From an optimization exercise on the open Yosys and OpenROAD flow, aimed at small area; shortcuts taken in it are not production practice.
Function was checked by simulation only, so behaviour that the tests miss may differ from the original.
Power and IR drop assume default switching activity.

==> job 6742: inputs <==
## core_v2
module core_v2
#(
   parameter int              XLEN     = 32,
   parameter int              ADDR_W   = 13,
   parameter int              SEL_W    = 2,
   parameter logic [XLEN-1:0] RESET_PC = '0
)(
   input  wire logic  clk,
   input  wire logic  rst,
   output logic              bus_req,
   output logic [ADDR_W-1:0] bus_addr,
   output logic [SEL_W-1:0]  bus_sel,
   output logic [1:0]        bus_op,
   output logic [XLEN-1:0]   bus_wdata,
   input  wire logic         bus_ack,
   input  wire logic [XLEN-1:0] bus_rdata,
   output logic       halted,
   output logic       illegal,
   output logic [XLEN-1:0] pc
);
export LEC_CHECK = 0
export ABC_AREA = 1
export CAP_MARGIN = 20
export CORE_MARGIN = 2
export CORE_UTILIZATION = 60
export SLEW_MARGIN = 20
create_clock -name core_clock -period 12.0 [get_ports {clk}]
standard.sh (not shown) runs the stock make flow with config.mk's settings and CLKGATE_MAP_FILE= SYNTH_SCRIPT=/design/flow/synth_recipe.tcl, a recipe that flattens the netlist after the stock synthesis.
==> flow/flow/run.sh <==
#!/bin/bash
# Standard layout (the standard.sh), with two knobs that ORFS reads from the
# environment: port buffers use the smallest buffer cell, and clock tree
# synthesis uses large sink clusters without dummy loads.
set -euo pipefail
export BUFFER_PORTS_ARGS="-buffer_cell sky130_fd_sc_hd__buf_1"
export CTS_ARGS="-sink_clustering_enable -repair_clock_nets -dont_use_dummy_load -sink_clustering_size 18 -sink_clustering_max_diameter 40 -buf_list sky130_fd_sc_hd__clkbuf_8"
bash standard.sh finish > standard_flow.log 2>&1
==> inputs of job 7606, as changes to job 6742 <==
--- a/flow/design.v
+++ b/flow/design.v
@@ -130,49 +130,41 @@
                                            w_slt ? core_pkg::K_CMP : core_pkg::K_FINAL;
          3'd2: if (r_rnd == 2'd0) w_kind = w_shift ? core_pkg::K_FILL :
                                            w_slt ? core_pkg::K_CMP : core_pkg::K_FINAL;
          3'd3: begin
             if (r_rnd == 2'd0)      w_kind = w_shift ? core_pkg::K_SHAMT : core_pkg::K_FILL;
             else if (r_rnd == 2'd1) w_kind = w_shift ? core_pkg::K_FILL :
                                              w_slt ? core_pkg::K_CMP : core_pkg::K_FINAL;
          end
-         3'd4: if (r_rnd == 2'd0) w_kind = core_pkg::K_ADDR;
-               else if (r_rnd == 2'd1) w_kind = core_pkg::K_FILL;
+         3'd4: if (r_rnd == 2'd0)      w_kind = w_store ? core_pkg::K_FILL : core_pkg::K_ADDR;
+               else if (r_rnd == 2'd1) w_kind = core_pkg::K_ADDR;
          3'd6: if (r_rnd == 2'd0) w_kind = core_pkg::K_COND;
          default: ;
       endcase
    end
    assign w_run   = (r_state == core_pkg::S_RUN);
    assign w_final = w_run && (w_kind == core_pkg::K_FINAL);
    assign w_last  = (r_cnt == 4'd15);
-   always_comb begin
-      w_psel = w_rc;
-      case (w_kind)
-         core_pkg::K_FILL:  w_psel = w_mem ? w_ra : w_rb;
-         core_pkg::K_COND:  w_psel = w_ra;
-         core_pkg::K_ADDR:  w_psel = w_rb;
-         core_pkg::K_SHAMT: w_psel = w_rc;
-         default:           w_psel = (w_type == 3'd2 || w_type == 3'd6) ? w_rb : w_rc;
-      endcase
-   end
+   assign w_psel = ((w_type == 3'd1) ||
+                    (r_rnd == 2'd0 && (w_type == 3'd3 || w_type == 3'd6 || w_store))) ? w_rc : w_rb;
    core_regfile u_regfile (
       .clk     (clk),
       .we      (w_we),
       .waddr   (w_ra),
       .wdata   (w_wd),
       .raddr   (w_psel),
       .pc_bits (r_pc[1:0]),
       .rdata   (w_pr)
    );
    always_comb begin
       case (w_type)
          3'd1:    begin w_a = r_w[13:12]; w_b = w_pr;        end
          3'd2:    begin w_a = w_pr;       w_b = r_w[18:17];  end
-         default: begin w_a = r_w[1:0];   w_b = w_pr;        end
+         default: begin w_a = w_pr;       w_b = r_w[1:0];    end
       endcase
    end
    assign w_seff = (w_type == 3'd2) ? w_rc : r_sh;
    assign w_m    = w_seff[4:1];
    assign w_hold = (w_op == 4'd5) && (r_cnt < w_m);
    always_comb begin
       w_ev = 1'b0; w_od = 1'b0; w_e2 = 1'b0;
       for (int k = 0; k < 16; k++) begin
@@ -213,16 +205,17 @@
       w_pcin = r_pc[1:0];
       if (w_final) begin
          if ((w_alu || w_load) && w_ra == 5'd31) w_pcin = w_wd;
          else if (w_br && r_flag)                w_pcin = w_pr;
          else                                    w_pcin = w_inc;
       end
    end
    assign w_wshift = w_run && !(w_kind == core_pkg::K_SHAMT && r_cnt > 4'd5) &&
+                     (w_kind != core_pkg::K_ADDR) &&
                      !(w_kind == core_pkg::K_FINAL && w_alu && w_hold);
    assign w_wfill  = (w_kind == core_pkg::K_FILL) ? w_pr : 2'b00;
    assign w_req  = (r_state == core_pkg::S_FETCH) || (r_state == core_pkg::S_MEM) ||
                    (w_final && w_last);
    assign w_take = w_req && bus_ack;
    assign bus_req   = w_req && !rst;
    assign bus_addr  = (r_state == core_pkg::S_MEM)   ? r_i[30:18] :
                       (r_state == core_pkg::S_FETCH) ? r_pc[12:0] : r_pc[14:2];
@@ -252,30 +245,32 @@
             core_pkg::S_RUN: if (w_last) begin
                if (w_kind == core_pkg::K_FINAL) begin
                   r_rnd <= 2'd0;
                   if (bus_ack)
                      r_state <= (w_ntype == 3'd5 || w_ntype == 3'd7) ? core_pkg::S_HALT :
                                 core_pkg::S_RUN;
                   else
                      r_state <= core_pkg::S_FETCH;
-               end else if (w_mem && (r_rnd == 2'd1 || !w_store)) begin
+               end else if (w_kind == core_pkg::K_ADDR) begin
                   r_state <= core_pkg::S_MEM;
                end else begin
                   r_rnd <= r_rnd + 2'd1;
                end
             end
             default: ;
          endcase
          if (w_run) r_pc <= {w_pcin, r_pc[31:2]};
       end
    end
    always_ff @(posedge clk) begin
       if (w_take && r_state != core_pkg::S_MEM)
-         r_i <= bus_rdata;
+         r_i <= {bus_rdata[31:22],
+                 (w_ntype == 3'd4 || w_ntype == 3'd6) ? bus_rdata[11:7] : bus_rdata[21:17],
+                 bus_rdata[16:0]};
       else if (w_run && w_kind == core_pkg::K_ADDR && r_cnt < 4'd7)
          r_i[31:18] <= {w_pr, r_i[31:20]};
       if (w_take)        r_w <= bus_rdata;
       else if (w_wshift) r_w <= {w_wfill, r_w[31:2]};
       if (w_run && w_kind == core_pkg::K_SHAMT) begin
          if (r_cnt == 4'd0) r_sh[1:0] <= w_pr;
          if (r_cnt == 4'd1) r_sh[3:2] <= w_pr;
          if (r_cnt == 4'd2) r_sh[4]   <= w_pr[0];
==> flow/flow/run.sh (replaced) <==
#!/bin/bash
# Layout flow: the standard synthesis, then the combinational logic of its
# netlist is mapped again for area (flip-flops are kept as they are: same
# instances, names and cells; the new netlist is used only if Yosys proves it
# equivalent to the standard one), then the standard layout from the
# floorplan on. Two knobs that ORFS reads from the environment: port buffers
# use the smallest buffer cell, and clock tree synthesis uses large sink
# clusters without dummy loads.
set -euo pipefail
export BUFFER_PORTS_ARGS="-buffer_cell sky130_fd_sc_hd__buf_1"
export CTS_ARGS="-sink_clustering_enable -repair_clock_nets -dont_use_dummy_load -sink_clustering_size 36 -sink_clustering_max_diameter 60 -buf_list sky130_fd_sc_hd__clkbuf_16"

R=orfs/results/sky130hd/core_v2/base
LIB=$FLOW_HOME/platforms/sky130hd/lib/sky130_fd_sc_hd__tt_025C_1v80.lib
YOSYS=$(command -v yosys || echo "$FLOW_HOME/../tools/install/yosys/bin/yosys")
SEQ="sky130_fd_sc_hd__dfxtp_1 sky130_fd_sc_hd__edfxtp_1"

bash standard.sh synth > standard_synth.log 2>&1
cp $R/1_2_yosys.v standard_synth.v

DU=""
for c in sky130_fd_sc_hd__probe_p_8 sky130_fd_sc_hd__probec_p_8 sky130_fd_sc_hd__lpflow_bleeder_1 sky130_fd_sc_hd__lpflow_clkbufkapwr_1 sky130_fd_sc_hd__lpflow_clkbufkapwr_16 sky130_fd_sc_hd__lpflow_clkbufkapwr_2 sky130_fd_sc_hd__lpflow_clkbufkapwr_4 sky130_fd_sc_hd__lpflow_clkbufkapwr_8 sky130_fd_sc_hd__lpflow_clkinvkapwr_1 sky130_fd_sc_hd__lpflow_clkinvkapwr_16 sky130_fd_sc_hd__lpflow_clkinvkapwr_2 sky130_fd_sc_hd__lpflow_clkinvkapwr_4 sky130_fd_sc_hd__lpflow_clkinvkapwr_8 sky130_fd_sc_hd__lpflow_decapkapwr_12 sky130_fd_sc_hd__lpflow_decapkapwr_3 sky130_fd_sc_hd__lpflow_decapkapwr_4 sky130_fd_sc_hd__lpflow_decapkapwr_6 sky130_fd_sc_hd__lpflow_decapkapwr_8 sky130_fd_sc_hd__lpflow_inputiso0n_1 sky130_fd_sc_hd__lpflow_inputiso0p_1 sky130_fd_sc_hd__lpflow_inputiso1n_1 sky130_fd_sc_hd__lpflow_inputiso1p_1 sky130_fd_sc_hd__lpflow_inputisolatch_1 sky130_fd_sc_hd__lpflow_isobufsrc_1 sky130_fd_sc_hd__lpflow_isobufsrc_16 sky130_fd_sc_hd__lpflow_isobufsrc_2 sky130_fd_sc_hd__lpflow_isobufsrc_4 sky130_fd_sc_hd__lpflow_isobufsrc_8 sky130_fd_sc_hd__lpflow_isobufsrckapwr_16 sky130_fd_sc_hd__lpflow_lsbuf_lh_hl_isowell_tap_1 sky130_fd_sc_hd__lpflow_lsbuf_lh_hl_isowell_tap_2 sky130_fd_sc_hd__lpflow_lsbuf_lh_hl_isowell_tap_4 sky130_fd_sc_hd__lpflow_lsbuf_lh_isowell_4 sky130_fd_sc_hd__lpflow_lsbuf_lh_isowell_tap_1 sky130_fd_sc_hd__lpflow_lsbuf_lh_isowell_tap_2 sky130_fd_sc_hd__lpflow_lsbuf_lh_isowell_tap_4 ; do DU="$DU -dont_use $c"; done

cat > remap.ys <<EOY
read_liberty -overwrite -ignore_miss_func $LIB
blackbox $SEQ
read_verilog standard_synth.v
hierarchy -top $FLOW_TOP
flatten
techmap
opt -purge
abc -liberty $LIB $DU -script $PWD/flow/area.abc
splitnets
opt_clean -purge
hilomap -singleton -hicell sky130_fd_sc_hd__conb_1 HI -locell sky130_fd_sc_hd__conb_1 LO
insbuf -buf sky130_fd_sc_hd__buf_4 A X
stat -liberty $LIB
write_verilog -noattr -nohex -nodec remapped.v
EOY

cat > equiv.ys <<EOY
read_liberty -overwrite -ignore_miss_func $LIB
read_verilog standard_synth.v
rename $FLOW_TOP gold
read_verilog remapped.v
rename $FLOW_TOP gate
flatten gold gate
rename -hide w:_*
opt_clean
equiv_make gold gate equiv
equiv_simple
equiv_induct
equiv_status -assert
EOY

if "$YOSYS" -l remap.log -q remap.ys > /dev/null 2>&1 &&
   "$YOSYS" -l equiv.log -q equiv.ys > /dev/null 2>&1; then
  cp remapped.v $R/1_2_yosys.v
  rm -f $R/1_synth.odb $R/1_synth.sdc
fi
bash standard.sh finish > standard_flow.log 2>&1
==> flow/flow/area.abc (new file) <==
strash; dch -f; amap; topo; strash; dch -f; amap; topo
==> inputs of job 239, as changes to job 6742 <==
--- a/flow/design.v
+++ b/flow/design.v
@@ -102,19 +102,18 @@
    logic [3:0]  w_op;
    logic [4:0]  w_ra, w_rb, w_rc;
    logic        w_alu, w_mem, w_br, w_store, w_load, w_shift, w_slt;
    logic [2:0]  w_kind;
    logic        w_run, w_final, w_last, w_req, w_take;
    logic [4:0]  w_psel;
    logic [1:0]  w_pr, w_a, w_b, w_res, w_wd, w_inc, w_pcin, w_tap, w_shout, w_slt2, w_wfill;
    logic        w_cin, w_cout, w_ci, w_c1, w_we, w_wshift;
-   logic [4:0]  w_seff;
-   logic [3:0]  w_m;
-   logic        w_hold, w_ev, w_od, w_e2, r_prev;
+   logic [4:0]  w_seff, w_t;
+   logic [32:0] w_wx;
    logic [2:0]  w_ntype;
    assign w_type  = r_i[2:0];
    assign w_op    = r_i[6:3];
    assign w_ra    = r_i[11:7];
    assign w_rb    = r_i[16:12];
    assign w_rc    = r_i[21:17];
    assign w_alu   = (w_type == 3'd1) || (w_type == 3'd2) || (w_type == 3'd3);
    assign w_mem   = (w_type == 3'd4);
@@ -166,35 +165,27 @@
    always_comb begin
       case (w_type)
          3'd1:    begin w_a = r_w[13:12]; w_b = w_pr;        end
          3'd2:    begin w_a = w_pr;       w_b = r_w[18:17];  end
          default: begin w_a = r_w[1:0];   w_b = w_pr;        end
       endcase
    end
    assign w_seff = (w_type == 3'd2) ? w_rc : r_sh;
-   assign w_m    = w_seff[4:1];
-   assign w_hold = (w_op == 4'd5) && (r_cnt < w_m);
-   always_comb begin
-      w_ev = 1'b0; w_od = 1'b0; w_e2 = 1'b0;
-      for (int k = 0; k < 16; k++) begin
-         if (w_m == 4'(k)) begin
-            w_ev = r_w[2*k];
-            w_od = r_w[2*k+1];
-            w_e2 = (k == 15) ? 1'b0 : r_w[2*k+2];
-         end
-      end
-   end
-   always_comb begin
-      if (w_op == 4'd6)
-         w_shout = w_seff[0] ? {w_e2, w_od} : {w_od, w_ev};
-      else if (w_hold)
-         w_shout = 2'b00;
-      else
-         w_shout = w_seff[0] ? {r_w[0], r_prev} : r_w[1:0];
+   assign w_t    = (w_op == 4'd6) ? w_seff : (5'd0 - w_seff);
+   assign w_wx   = {r_w[0], r_w};
+   assign w_tap  = w_wx[w_t +: 2];
+   always_comb begin
+      if (w_op == 4'd6) begin
+         w_shout[0] = ({r_cnt, 1'b0} > ~w_seff) ? 1'b0 : w_tap[0];
+         w_shout[1] = ({r_cnt, 1'b1} > ~w_seff) ? 1'b0 : w_tap[1];
+      end else begin
+         w_shout[0] = ({r_cnt, 1'b0} < w_seff) ? 1'b0 : w_tap[0];
+         w_shout[1] = ({r_cnt, 1'b1} < w_seff) ? 1'b0 : w_tap[1];
+      end
    end
    assign w_slt2 = {1'b0, (r_cnt == 4'd0) ? r_flag : 1'b0};
    assign w_cin  = (r_cnt == 4'd0) ? (w_op == 4'd1 || w_op == 4'd7) : r_cy;
    alu u_alu (
       .op     (w_op),
       .a      (w_a),
       .b      (w_b),
       .pc     (r_pc[1:0]),
@@ -212,19 +203,19 @@
    always_comb begin
       w_pcin = r_pc[1:0];
       if (w_final) begin
          if ((w_alu || w_load) && w_ra == 5'd31) w_pcin = w_wd;
          else if (w_br && r_flag)                w_pcin = w_pr;
          else                                    w_pcin = w_inc;
       end
    end
-   assign w_wshift = w_run && !(w_kind == core_pkg::K_SHAMT && r_cnt > 4'd5) &&
-                     !(w_kind == core_pkg::K_FINAL && w_alu && w_hold);
-   assign w_wfill  = (w_kind == core_pkg::K_FILL) ? w_pr : 2'b00;
+   assign w_wshift = w_run && !(w_kind == core_pkg::K_SHAMT && r_cnt > 4'd5);
+   assign w_wfill  = (w_kind == core_pkg::K_FILL) ? w_pr :
+                     (w_kind == core_pkg::K_FINAL && w_alu && w_shift) ? r_w[1:0] : 2'b00;
    assign w_req  = (r_state == core_pkg::S_FETCH) || (r_state == core_pkg::S_MEM) ||
                    (w_final && w_last);
    assign w_take = w_req && bus_ack;
    assign bus_req   = w_req && !rst;
    assign bus_addr  = (r_state == core_pkg::S_MEM)   ? r_i[30:18] :
                       (r_state == core_pkg::S_FETCH) ? r_pc[12:0] : r_pc[14:2];
    assign bus_sel   = (r_state == core_pkg::S_MEM) ? r_i[6:5] : 2'b00;
    assign bus_op    = (r_state == core_pkg::S_MEM) ? r_i[4:3] : 2'b00;
@@ -275,17 +266,16 @@
          r_i[31:18] <= {w_pr, r_i[31:20]};
       if (w_take)        r_w <= bus_rdata;
       else if (w_wshift) r_w <= {w_wfill, r_w[31:2]};
       if (w_run && w_kind == core_pkg::K_SHAMT) begin
          if (r_cnt == 4'd0) r_sh[1:0] <= w_pr;
          if (r_cnt == 4'd1) r_sh[3:2] <= w_pr;
          if (r_cnt == 4'd2) r_sh[4]   <= w_pr[0];
       end
-      r_prev <= w_final && w_wshift && r_w[1];
       r_cy   <= w_cout;
       r_cyp  <= w_c1;
       if (w_run && w_kind == core_pkg::K_CMP && w_last) r_flag <= !w_cout;
       else if (w_run && w_kind == core_pkg::K_COND)
          r_flag <= ((r_cnt == 4'd0) ? 1'b0 : r_flag) | w_pr[0] | w_pr[1];
    end
    assign halted  = (r_state == core_pkg::S_HALT);
    assign illegal = halted && (r_i[2:0] == 3'd7);
==> flow/run.sh (new file) <==
#!/bin/bash
# synth_recipe.tcl (not shown) runs the flow's synth.tcl, then flattens the netlist and writes it again
# the make line also repeats each setting of config.mk as NAME=value (left out here)
make -C /OpenROAD-flow-scripts/flow DESIGN_CONFIG=/design/flow/config.mk WORK_HOME=/design/flow/orfs CLKGATE_MAP_FILE= SYNTH_SCRIPT=/design/flow/synth_recipe.tcl finish
==> flow/config.mk (replaced) <==
export PLATFORM = sky130hd
export DESIGN_NAME = core_v2
export DESIGN_NICKNAME = core_v2
export VERILOG_FILES = /design/flow/design.v
export SDC_FILE = /design/flow/constraint.sdc
export NUM_CORES = 4
export LEC_CHECK = 0
export CAP_MARGIN = 20
export CORE_MARGIN = 2
export CORE_UTILIZATION = 40
export SLEW_MARGIN = 20
removed: flow/flow/run.sh
removed: flow/standard.sh
==> out/qor.csv <==
stage;metric;value;unit
run_status;status;timing/DRC/antenna clean;
cells_and_area;nonclk buf count;125;
setup_path;Buf/Inv on CP;4;
clock_network;Inserted Clock Buffers;99;
yosys;Mapped Area;0.0283;mm2
yosys;Compound-Gate Fraction of Synth Area;4.97;%
route;met2 WL;23.7;mm
cells_and_area;Multi-In Gates;886;
cells_and_area;Seq Cell Count;1106;
setup_path;critical path depth;27;
-- figures above: job 6742

==> out/qor.csv <==
stage;metric;value;unit
run_status;status;timing/DRC/antenna clean;
route;met2 WL;22.2;mm
cells_and_area;Seq Cell Count;1106;
yosys;Mapped Area;0.0273;mm2
setup_path;crit path capture type;flop;
setup_path;Buf/Inv on CP;5;
route;DR WL met3;2.22;mm
timing;crit share post-route;74.9;%
cells_and_area;nonclk buf count;126;
clock_network;Inserted Clock Buffers;47;
setup_path;critical path depth;26;
global_route;largest net degree at the start of global routing;48;
-- figures above: job 7606

==> out/qor.csv <==
stage;metric;value;unit
yosys;Mapped Area;0.0290;mm2
power;LEAKAGE;13.4;nW
run_status;status;timing/DRC/antenna clean;
setup_path;Buf/Inv on CP;4;
route;met2 WL;24.1;mm
cells_and_area;nonclk buf count;131;
cells_and_area;Multi-In Gates;786;
yosys;Compound-Gate Fraction of Synth Area;5.57;%
setup_path;critical path depth;22;
clock_network;Inserted Clock Buffers;100;
die;Die W;273;um
cells_and_area;final core utilization;48.4;%
-- figures above: job 239

[static timing again, ports no longer ideal]
The flow's constraints put no driver on any port. The routed layouts listed below were extracted and timed again, unchanged, in two steps. Step 1: set_driving_cell puts a clkbuf_16 on clk and a buf_2 on each other input, an assumption about the parent block. Step 2, shift: input delay + t, output delay - t, t = (earliest + latest rising clock arrival at the registers) / 2. This alone moves slack from input paths to output paths. Slacks: no drivers / after step 1 / after step 2; pairs: no drivers / after step 1.
| run | t, ns | slack for setup (ns) | worst hold slack (ns) | worst setup path after step 2 | slew at the worst register clock pin (ns) |
|---|---|---|---|---|---|
| job 6742 | 0.713 | 6.113 / 6.113 / 6.113 | 0.247 / 0.247 / 0.247 | register to register | 0.10 / 0.10 |
| job 7606 | 0.625 | 3.012 / 3.012 / 3.012 | 0.278 / 0.278 / 0.278 | register to register | 0.12 / 0.12 |
| job 239 | 0.702 | 4.601 / 4.601 / 4.601 | 0.306 / 0.306 / 0.306 | register to register | 0.06 / 0.06 |
After both steps every run listed still meets setup and hold.
